Source: an optimization exercise on an open RTL-to-GDS flow (aim: small area, a short achievable clock period and few clock cycles per item). Production flows keep margins and buffers that such runs may drop. RTL that was checked went through simulation tests only; none was proved equivalent to the original. The RTL of run 2 was laid out without a check of its function. Power and IR drop assume default switching activity.

## flow/design.v (module list and top-level ports; edited modules follow where they fit)
// module csa_fa: 9 lines
// module csa_ha: 8 lines
// module binary_neuron: 970 lines
module binary_neuron (
    input  logic                    clk,
    input  logic                    reset,
    input  logic                    in_valid,
    output logic                    in_ready,
    input  logic [320:0]            in_req,
    output logic                    out_valid,
    input  logic                    out_ready,
    output logic [9:0]              out_sum
);
  // ...
==> flow/flow/run.sh <==
#!/bin/bash
# The standard layout (standard.sh: ORFS synthesis to final layout), with
# two changes:
#  - the input and output ports are buffered with the smallest buffer,
#    sky130_fd_sc_hd__buf_1, instead of the cell buffer_ports picks by default
#    (clkdlybuf4s50_1); later repair steps may still resize them;
#  - clock tree synthesis adds no dummy loads to the clock tree, and groups
#    the flip-flops into clusters of up to 15 within 75 um for its leaf
#    buffers (instead of searching for a clustering itself).
set -euo pipefail
# keep temporary files (Yosys/ABC) inside the work folder
export TMPDIR="$PWD/tmp"
mkdir -p "$TMPDIR"
export BUFFER_PORTS_ARGS="-buffer_cell sky130_fd_sc_hd__buf_1"
export CTS_ARGS="-sink_clustering_enable -repair_clock_nets -buf_list sky130_fd_sc_hd__clkbuf_8 -dont_use_dummy_load -sink_clustering_size 15 -sink_clustering_max_diameter 75"
bash standard.sh > standard_flow.log 2>&1
==> flow/standard.sh <==
#!/bin/bash
# synth_recipe.tcl (not shown) runs the flow's synth.tcl, then flattens the netlist and writes it again
# the make line also repeats each setting of config.mk as NAME=value (left out here)
make -C /OpenROAD-flow-scripts/flow DESIGN_CONFIG=/design/flow/config.mk WORK_HOME=/design/flow/orfs CLKGATE_MAP_FILE= SYNTH_SCRIPT=/design/flow/synth_recipe.tcl "${@:-finish}"
==> flow/config.mk <==
export PLATFORM = sky130hd
export DESIGN_NAME = binary_neuron
export DESIGN_NICKNAME = binary_neuron
export VERILOG_FILES = /design/flow/design.v
export SDC_FILE = /design/flow/constraint.sdc
export NUM_CORES = 4
export LEC_CHECK = 0
export CAP_MARGIN = 20
export CORE_MARGIN = 2
export CORE_UTILIZATION = 70
export CTS_BUF_LIST = sky130_fd_sc_hd__clkbuf_8
export SLEW_MARGIN = 20
export SYNTH_HIERARCHICAL = 1
export SYNTH_MINIMUM_KEEP_SIZE = 0
==> flow/constraint.sdc <==
create_clock -name core_clock -period 6.0 [get_ports {clk}]
set_input_delay 1.2000 -clock core_clock [delete_from_list [all_inputs] [get_ports {clk}]]
set_output_delay 1.2000 -clock core_clock [all_outputs]
set_load 0.01 [all_outputs]
==> impl_summary.log, run 1 <==
INFO  metric grt_first_pass_wirelength = 51,400 um
INFO  metric layout.non_clock_buffers = 336
INFO  metric endpoint_kind = register
INFO  metric die_width = 148 um
INFO  metric totalNegativeSetupSlack = 0 ns
INFO  metric dp_cells = 1,780
INFO  metric met3WireLength = 1710 um
INFO  metric layout.cells.most_common_list = sky130_fd_sc_hd__buf_1, sky130_fd_sc_hd__fa_1, sky130_fd_sc_hd__nor2_1, sky130_fd_sc_hd__dfxtp_1, sky130_fd_sc_hd__xnor2_1
INFO  metric htree_num_levels = 1
INFO  metric synth_top_cells_by_area = sky130_fd_sc_hd__fa_1, sky130_fd_sc_hd__dfxtp_1, sky130_fd_sc_hd__edfxtp_1, sky130_fd_sc_hd__xnor2_1, sky130_fd_sc_hd__nor2_1
INFO  metric ant_nets = 0
INFO  metric via_count = 9,529
INFO  metric layout_top_registers = q_data: 40 flops, out_sum: 10 flops, pending: 5 flops
INFO  metric r2r-end = r2_s471$_DFF_P_
INFO  metric fin_cells = roughly 1,800
INFO  metric most_common_cell_after_layout_fill_and_taps_aside = sky130_fd_sc_hd__buf_1
INFO  metric synth-edff-count = 50
INFO  metric outcome = no timing/DRC/antenna violations
INFO  metric multi_input_cells = 899
INFO  metric drt-met1-wl = approximately 12,000 um
INFO  metric diodes = 0
INFO  metric postSynthRegisterBits = 242
INFO  metric first_global_vias = 10,300
INFO  metric layout-drive-gt1-share = 2.03%
INFO  metric inv_count = 33
INFO  metric met3_usage_grt = under 10%
INFO  metric yosysUniqueCellTypes = 40
INFO  metric depth_of_the_worst_register_to_register_path = 4
INFO  metric netSwitchingFraction = 39.5%
INFO  metric grt-busiest-layer = met2
INFO  metric synth_xor_area_share = about an eighth
INFO  metric post_cts_resized = 0
INFO  metric power_switching = between 3 and 4 mW
INFO  metric ios = 337
INFO  metric seqPwrFrac = 37.2%
INFO  metric timing.critical_path.buf_inv = 1
INFO  metric crit_path_start = in_req[129]
INFO  metric synth_net_count = 1,769
INFO  metric place_ws = between 3 and 4 ns
INFO  metric topRoutingLayerUsed = met5
INFO  metric buf_share = around 7.7%
INFO  metric grt_setup_unrepaired = no
Testbench counts, summed over its fixed seeds: cycles 3,232, items 3,200.
==> run 2, diff against run 1 <==
--- a/flow/design.v
+++ b/flow/design.v
@@ -216,17 +216,17 @@
     wire p1_62 = in_req[70] ^ (~in_req[2] & in_req[69]);
     wire p2_62 = in_req[71] ^ (~in_req[2] & (in_req[69] | in_req[70]));
     wire q3_62 = ~(in_req[72] ^ (~in_req[2] & (in_req[69] | in_req[70] | in_req[71])));
     wire p1_63 = in_req[66] ^ (~in_req[1] & in_req[65]);
     wire p2_63 = in_req[67] ^ (~in_req[1] & (in_req[65] | in_req[66]));
     wire q3_63 = ~(in_req[68] ^ (~in_req[1] & (in_req[65] | in_req[66] | in_req[67])));
     logic r1_s39, r1_s41, r1_s43, r1_s45, r1_s47, r1_s49, r1_s51, r1_s53, r1_s55, r1_s107, r1_c44, r1_c46, r1_c48, r1_c50, r1_c52, r1_c54, r1_c56, r1_s109, r1_s111, r1_s113, r1_s115, r1_s117, r1_s119, r1_s121, r1_s123, r1_s125, r1_s127, r1_s129, r1_s131, r1_s133, r1_s135, r1_c122, r1_c124, r1_c126, r1_c128, r1_c130, r1_c132, r1_c134, r1_c136, r1_s203, r1_s205, r1_s207, r1_s209, r1_s211, r1_s213, r1_s215, r1_s217, r1_s219, r1_s221, r1_s223, r1_s225, r1_s227, r1_s229, r1_s231, r1_s233, r1_s235, r1_s311, r1_s313, r1_c204, r1_c206, r1_c208, r1_c210, r1_c212, r1_c214, r1_c216, r1_c218, r1_c220, r1_c222, r1_c224, r1_c226, r1_c228, r1_c230, r1_c232, r1_s315, r1_s317, r1_s319, r1_s321, r1_s323, r1_s325, r1_s327, r1_c234, r1_c236, r1_s329, r1_s331, r1_s333, r1_s335, r1_s337, r1_s339, r1_s341, r1_c314, r1_c316, r1_c318, r1_c320, r1_c322, r1_c324, r1_c326, r1_c328, r1_c330, r1_c332, r1_c334, r1_c336, r1_c338, r1_c340, r1_c342, r1_s393, r1_s395, r1_s397, r1_s399, r1_s401, r1_s403, r1_s405, r1_c394, r1_c396, r1_c398, r1_c400, r1_c402, r1_c404, r1_c406;
     logic r2_c158, r2_c160, r2_s263, r2_s265, r2_s267, r2_c268, r2_s379, r2_s381, r2_s383, r2_s385, r2_s433, r2_c382, r2_c384, r2_s435, r2_s437, r2_s439, r2_c386, r2_s441, r2_s465, r2_c440, r2_s467, r2_c442, r2_s469, r2_s471, r2_c468, r2_s485, r2_c470, r2_c472, r2_s487, r2_c488, r2_s497, r2_c498, r2_s63, r2_s157, r2_s159;
-    logic r3_c450, r3_s479, r3_c452, r3_c478, r3_s493, r3_c480, r3_s63, r3_s157, r3_s271, r3_s391, r3_s451, r3_s501, r3_s503, r3_c504, r3_s159, r3_c502;
+    logic r3_c450, r3_s479, r3_c452, r3_s491, r3_c480, r3_s493, r3_s63, r3_s157, r3_s271, r3_s391, r3_s451, r3_s501, r3_s503, r3_c504, r3_s159, r3_c502;
     wire s1 = ~(in_req[317] ^ in_req[313]);
     wire c2 = in_req[317] | in_req[313];
     wire s3, c4;
     csa_fa u_s3 (.a(in_req[309]), .b(in_req[305]), .c(in_req[301]), .s(s3), .co(c4));
     wire s5, c6;
     csa_fa u_s5 (.a(in_req[297]), .b(in_req[293]), .c(in_req[289]), .s(s5), .co(c6));
     wire s7, c8;
     csa_fa u_s7 (.a(in_req[285]), .b(in_req[281]), .c(in_req[277]), .s(s7), .co(c8));
@@ -608,17 +608,17 @@
     csa_fa u_s383 (.a(s371), .b(s373), .c(s375), .s(s383), .co(c384));
     wire s385, c386;
     csa_fa u_s385 (.a(c264), .b(c266), .c(s377), .s(s385), .co(c386));
     wire s387, c388;
     csa_fa u_s387 (.a(r2_c268), .b(r2_s379), .c(r2_s381), .s(s387), .co(c388));
     wire s389, c390;
     csa_fa u_s389 (.a(r2_s383), .b(r2_s385), .c(c270), .s(s389), .co(c390));
     wire s391, c392;
-    csa_fa u_s391 (.a(s387), .b(s389), .c(c272), .s(s391), .co(c392));
+    csa_fa u_s391 (.a(s387), .b(c272), .c(s389), .s(s391), .co(c392));
     wire s393 = ~(c274 ^ c276);
     wire c394 = c274 | c276;
     wire s395, c396;
     csa_fa u_s395 (.a(c278), .b(c280), .c(c282), .s(s395), .co(c396));
     wire s397, c398;
     csa_fa u_s397 (.a(c284), .b(c286), .c(c288), .s(s397), .co(c398));
     wire s399, c400;
     csa_fa u_s399 (.a(c290), .b(c292), .c(c294), .s(s399), .co(c400));
@@ -668,17 +668,17 @@
     csa_fa u_s443 (.a(r2_s433), .b(r2_c382), .c(r2_c384), .s(s443), .co(c444));
     wire s445, c446;
     csa_fa u_s445 (.a(r2_s435), .b(r2_s437), .c(r2_s439), .s(s445), .co(c446));
     wire s447, c448;
     csa_fa u_s447 (.a(r2_c386), .b(r2_s441), .c(c388), .s(s447), .co(c448));
     wire s449, c450;
     csa_fa u_s449 (.a(s443), .b(s445), .c(c390), .s(s449), .co(c450));
     wire s451, c452;
-    csa_fa u_s451 (.a(s447), .b(c392), .c(s449), .s(s451), .co(c452));
+    csa_fa u_s451 (.a(s447), .b(s449), .c(c392), .s(s451), .co(c452));
     wire s453 = ~(r1_c394 ^ r1_c396);
     wire c454 = r1_c394 | r1_c396;
     wire s455, c456;
     csa_fa u_s455 (.a(r1_c398), .b(r1_c400), .c(r1_c402), .s(s455), .co(c456));
     wire s457, c458;
     csa_fa u_s457 (.a(r1_c404), .b(r1_c406), .c(c408), .s(s457), .co(c458));
     wire s459, c460;
     csa_fa u_s459 (.a(c410), .b(c412), .c(c414), .s(s459), .co(c460));
@@ -710,19 +710,19 @@
     csa_fa u_s485 (.a(c458), .b(c460), .c(c462), .s(s485), .co(c486));
     wire s487, c488;
     csa_fa u_s487 (.a(s483), .b(c464), .c(c466), .s(s487), .co(c488));
     wire s489, c490;
     csa_fa u_s489 (.a(r2_c468), .b(r2_s485), .c(r2_c470), .s(s489), .co(c490));
     wire s491, c492;
     csa_fa u_s491 (.a(r2_c472), .b(r2_s487), .c(c474), .s(s491), .co(c492));
     wire s493, c494;
-    csa_fa u_s493 (.a(c476), .b(s489), .c(s491), .s(s493), .co(c494));
+    csa_fa u_s493 (.a(c476), .b(s489), .c(c478), .s(s493), .co(c494));
     wire s495, c496;
-    csa_fa u_s495 (.a(r3_c478), .b(r3_s493), .c(r3_c480), .s(s495), .co(c496));
+    csa_fa u_s495 (.a(r3_s491), .b(r3_c480), .c(r3_s493), .s(s495), .co(c496));
     wire s497 = ~(c484 ^ c486);
     wire c498 = c484 | c486;
     wire s499, c500;
     csa_fa u_s499 (.a(r2_c488), .b(r2_s497), .c(c490), .s(s499), .co(c500));
     wire s501, c502;
     csa_fa u_s501 (.a(c492), .b(s499), .c(c494), .s(s501), .co(c502));
     wire s503 = ~(r2_c498 ^ c500);
     wire c504 = r2_c498 | c500;
@@ -913,19 +913,19 @@
         r2_s63 <= s63;
         r2_s157 <= s157;
         r2_s159 <= s159;
     end
     always_ff @(posedge clk) begin
         r3_c450 <= c450;
         r3_s479 <= s479;
         r3_c452 <= c452;
-        r3_c478 <= c478;
-        r3_s493 <= s493;
+        r3_s491 <= s491;
         r3_c480 <= c480;
+        r3_s493 <= s493;
         r3_s63 <= r2_s63;
         r3_s157 <= r2_s157;
         r3_s271 <= s271;
         r3_s391 <= s391;
         r3_s451 <= s451;
         r3_s501 <= s501;
         r3_s503 <= s503;
         r3_c504 <= c504;
==> flow/config.mk (replaced) <==
export PLATFORM = sky130hd
export DESIGN_NAME = binary_neuron
export DESIGN_NICKNAME = binary_neuron
export VERILOG_FILES = /design/flow/design.v
export SDC_FILE = /design/flow/constraint.sdc
export NUM_CORES = 4
export LEC_CHECK = 0
export CAP_MARGIN = 20
export CORE_MARGIN = 2
export CORE_UTILIZATION = 40
export CTS_BUF_LIST = sky130_fd_sc_hd__clkbuf_8
export SLEW_MARGIN = 20
export SYNTH_HIERARCHICAL = 1
export SYNTH_MINIMUM_KEEP_SIZE = 0
==> impl_summary.log, run 2 <==
INFO  metric worst_path_setup_slack_after_routing = 3.54 ns (was 3.57 ns)
INFO  metric fin_cells = 1,991 (was 1,800)
INFO  metric initial_core_util = 40.7% (was 71.5%)
INFO  metric leakagePower = 6.02 nW (unchanged)
INFO  metric largest-register = q_data (unchanged)
INFO  metric synth.avg_cell_area = 12.2 um2 (unchanged)
INFO  metric worstPathRequired = 6.42 ns (was 6.40 ns)
INFO  metric critical_setup_path_class = in -> reg (unchanged)
INFO  metric post_cts_resized = 0 (unchanged)
INFO  metric finalWirelength = 34,300 um (was 32,400 um)
INFO  metric synth_top_cells_by_count = sky130_fd_sc_hd__fa_1, sky130_fd_sc_hd__nor2_1, sky130_fd_sc_hd__dfxtp_1, sky130_fd_sc_hd__xnor2_1, sky130_fd_sc_hd__xor2_1 (unchanged)
INFO  metric clock_insertion_delay_worst_skew = 0.55 ns (was 0.51 ns)
INFO  metric yosysUniqueCellTypes = 40 (unchanged)
INFO  metric floorplan.die.height = 194 um (was 148 um)
INFO  metric whs = 0.332 ns (was 0.335 ns)
INFO  metric layout.cells.most_common_list = sky130_fd_sc_hd__buf_1, sky130_fd_sc_hd__fa_1, sky130_fd_sc_hd__nor2_1, sky130_fd_sc_hd__dfxtp_1, sky130_fd_sc_hd__xnor2_1 (unchanged)
INFO  metric pin_count_of_the_biggest_net_entering_global_routing = 23 (unchanged)
INFO  metric num_rows = 69 (was 52)
INFO  metric core_area = 35,700 um2 (was 20,300 um2)
INFO  metric totalNegativeSetupSlack = 0 ns (unchanged)
INFO  metric routed_wire_length_per_instance = 17.2 um (was 18.0 um)
INFO  metric num-nets-final = 2,116 (unchanged)
INFO  metric mappedNetlistArea = 14,500 um2 (unchanged)
INFO  metric routed_via_density = 4.63 (was 5.29)
INFO  metric drv.max_cap_violation_count = 0 (unchanged)
INFO  metric gpl.final_weighted_congestion = 0.877 (was 0.900)
INFO  metric htree_num_levels = 1 (unchanged)
INFO  metric timing.hold.worst_endpoint = r3_s157$_DFF_P_ (unchanged)
INFO  metric endpoint_kind = register (unchanged)
INFO  metric cts_buffer_depth = 3 (unchanged)
INFO  metric grt_setup_unrepaired = no (unchanged)
INFO  metric syn_to_final_growth = 14.2% (was 12.5%)
INFO  metric synthesis.yosys.warnings = 8 (unchanged)
INFO  metric max_ffs_per_register = 40 (unchanged)
INFO  metric timing.hold.worst.class = reg -> reg (unchanged)
INFO  metric synth-async-reset-ratio = 0% (unchanged)
INFO  metric cts_root_buffer = sky130_fd_sc_hd__clkbuf_8 (unchanged)
INFO  metric postSynthRegisterBits = 242 (unchanged)
INFO  metric dp_cells = 1,971 (was 1,780)
INFO  metric synthMostInstantiatedCell = sky130_fd_sc_hd__fa_1 (unchanged)
INFO  metric finalPower = 7.63 mW (was 7.69 mW)
INFO  metric drtPass1Iterations = 23 (was 5)
INFO  metric synth-edff-count = 50 (unchanged)
INFO  metric diodes = 0 (unchanged)
INFO  metric outcome = no timing/DRC/antenna violations (unchanged)
INFO  metric most_common_cell_after_layout_fill_and_taps_aside = sky130_fd_sc_hd__buf_1 (unchanged)
INFO  metric yosysSeqAreaShare = 36.8% (unchanged)
INFO  metric drt_iter0_markers = 282 (was 393)
INFO  metric synth_top_cell_by_area = sky130_fd_sc_hd__fa_1 (unchanged)
INFO  metric ir_drop = 0.278 mV (was 0.313 mV)
INFO  metric timing.final.setup_violations = 0 (unchanged)
INFO  metric postSynthCellCount = 1,185 (unchanged)
INFO  metric synth_net_count = 1,769 (unchanged)
INFO  metric yosys.area.top_type_share = 33.5% (unchanged)
INFO  metric timing.critical_path.arrival = 2.88 ns (was 2.83 ns)
INFO  metric tritoncts_clock_tree = done (unchanged)
INFO  metric clkTransAtPathRegs = 0.09 ns (was 0.10 ns)
INFO  metric die_width = 194 um (was 148 um)
INFO  metric tritoncts.num_buffers = 20 (unchanged)
INFO  metric cp-start-kind = input pin (unchanged)
INFO  metric layout_top_registers = q_data: 40 flops, out_sum: 10 flops, pending: 5 flops (unchanged)
INFO  metric reg2reg_slack = 3.61 ns (was 3.58 ns)
INFO  metric tightestPinTransition = 0.929 ns (was 0.948 ns)
INFO  metric groute.usage.overall = 18.3% (was 31.1%)
INFO  metric grt_first_pass_wirelength = 53,000 um (was 51,400 um)
INFO  metric cts_setup_buffers = 0 (unchanged)
INFO  metric power_density_cells = 460 nW/um2 (was 471 nW/um2)
INFO  metric finalMaxSlewViolations = 0 (unchanged)
INFO  metric crit_fanout = 4 (unchanged)
INFO  metric route.detailed.drc = 0 (unchanged)
INFO  metric clock_period_minus_final_worst_setup_slack = 2.46 ns (was 2.43 ns)
INFO  metric ios = 337 (unchanged)
INFO  metric synth_top_cells_by_area = sky130_fd_sc_hd__fa_1, sky130_fd_sc_hd__dfxtp_1, sky130_fd_sc_hd__edfxtp_1, sky130_fd_sc_hd__xnor2_1, sky130_fd_sc_hd__nor2_1 (unchanged)
INFO  metric holdPathStages = 0 (unchanged)
INFO  metric final.period_utilization = 41.0% (was 40.5%)
INFO  metric finalHoldViolCount = 0 (unchanged)
INFO  metric grt_overflow_total = 0 (unchanged)
INFO  metric dominantRegCellSynth = sky130_fd_sc_hd__dfxtp_1 (unchanged)
INFO  metric cts.sink_count = 242 (unchanged)
INFO  metric via_count = 9,228 (was 9,529)
INFO  metric ant_nets = 0 (unchanged)
INFO  metric cts-hold-fix-buffers = 0 (unchanged)
INFO  metric r2r-start = r1_s113$_DFF_P_ (was r1_s311$_DFF_P_)
INFO  metric numPortBuffers = 336 (unchanged)
INFO  metric post_route_skew = 0.0623 ns (was 0.0530 ns)
INFO  metric first_global_vias = 9,899 (was 10,300)
INFO  metric detailedPlacementHpwl = 30,200 um (was 27,900 um)
INFO  metric fp.dieArea = 37,800 um2 (was 21,900 um2)
INFO  metric timing.max_slew.rel_slack = 38.1% (was 36.8%)
INFO  metric max_freq = 407 MHz (was 412 MHz)
INFO  metric depth_of_the_worst_register_to_register_path = 4 (unchanged)
INFO  metric hp-start = r2_s157$_DFF_P_ (unchanged)
INFO  metric layout-drive-gt1-share = 2.03% (unchanged)
INFO  metric place_ws = 2.98 ns (was 3.04 ns)
INFO  metric r2r-end = r2_s385$_DFF_P_ (was r2_s471$_DFF_P_)
INFO  metric grt_antenna_before_repair = 0 (was 1)
## run 2: cell counts after synthesis
No cell type changed its count.
## run 2: logic make-up after synthesis
kind of cell / after synthesis / share of synthesized area [%]
XOR/XNOR: 199 / 12.0
adder cells (fa/ha/maj): 259 / 34.9
AND/OR/NAND/NOR: 382 / 12.1
multiplexers: 5 / 0.362
flip-flops: 242 / 36.8
AO/OA/AOI/OAI: 54 / 2.59
buffers and inverters: 44 / 1.26
## run 2: power breakdown
group          switching [mW]  internal [mW]  total (mW)
Sequential              0.347           2.49        2.84
Combinational            2.16           1.85        4.00
Clock                   0.489          0.300       0.789
Total                    2.99           4.63        7.63
## run 2: modules after synthesis, one instance, submodules excluded
module         cells  flops+latches  copies in the design  cell area, um2
csa_fa             1              0                   243            20.0
binary_neuron    942            242                     1            9650
## run 2: critical path, cell delays in order
cell and delay, ns:
sky130_fd_sc_hd__buf_1 0.20, sky130_fd_sc_hd__nor2_1 0.06, sky130_fd_sc_hd__nor2_1 0.12, sky130_fd_sc_hd__xor2_1 0.30, sky130_fd_sc_hd__fa_1 0.51, sky130_fd_sc_hd__fa_1 0.48
## run 2: area by class of cell
type / instances / area, um2
Clock buffer: 20 / 275
Fill cell: 3290 / 19100
Inverter: 33 / 124
Multi-Input combinational cell: 899 / 8990
Sequential cell: 242 / 5350
Tap cell: 461 / 577
Timing Repair Buffer: 336 / 1260
## run 2: routing by layer
| layer | share of wire (%) | wire (um) | track usage [%] | vias up |
|---|---|---|---|---|
| met4 | 1.8 | 606 | 3.59 | 0 |
| met5 | 0 | 0 | 0 | - |
| met1 | 41 | 14000 | 22.4 | 4511 |
| met2 | 54 | 18600 | 34.8 | 216 |
| li1 | - | - | - | 4469 |
| met3 | 3.2 | 1090 | 1.87 | 32 |
## run 2: worst max-delay path by stage
stage / from / end / slack (ns)
2_1_floorplan: in_req[213] / r1_s235$_DFF_P_ / 3.32
3_3_place_gp: in_req[125] / r1_s229$_DFF_P_ / 2.99
3_5_place_dp: in_req[125] / r1_s229$_DFF_P_ / 2.98
4_1_cts: in_req[125] / r1_s229$_DFF_P_ / 3.57
5_1_grt: in_req[125] / r1_s229$_DFF_P_ / 3.48
6_report: in_req[125] / r1_s229$_DFF_P_ / 3.54
## run 2: metrics by stage
stage	area [um2]	utilization [%]
after floorplan	14500	-
after global placement	16300	45.7
after detailed placement	16300	45.7
after CTS	16600	46.5
after global routing	16600	46.5
final	16600	46.5

-- port drivers added, routing unchanged --
Ports are ideal in the flow. The routed layouts listed here were re-timed in OpenROAD. Step 1: set_driving_cell puts a clkbuf_16 on clk and a buf_2 on each other input, an assumption about the parent block. Step 2 moves the port delays by t, midway between the first and last clock arrival at a register: inputs arrive t later, outputs are due t later. That takes back most of the time a late clock gives input paths. a / b / c = ideal / step 1 / step 2; a / b = the first two.
run | shift t [ns] | slack for setup (ns) | hold WS [ns] | worst setup path at the end | pins driven straight from the clock port
run 1 | 0.534 | 3.571 / 3.577 / 3.049 | 0.335 / 0.335 / 0.335 | input to register | 1
run 2 | 0.548 | 3.540 / 3.551 / 3.003 | 0.332 / 0.332 / 0.332 | input to register | 1
After both steps every run listed still meets setup and hold. The setup slack of run 2, which loses most, moves by +0.011 ns with the drivers and by -0.537 ns with both steps.
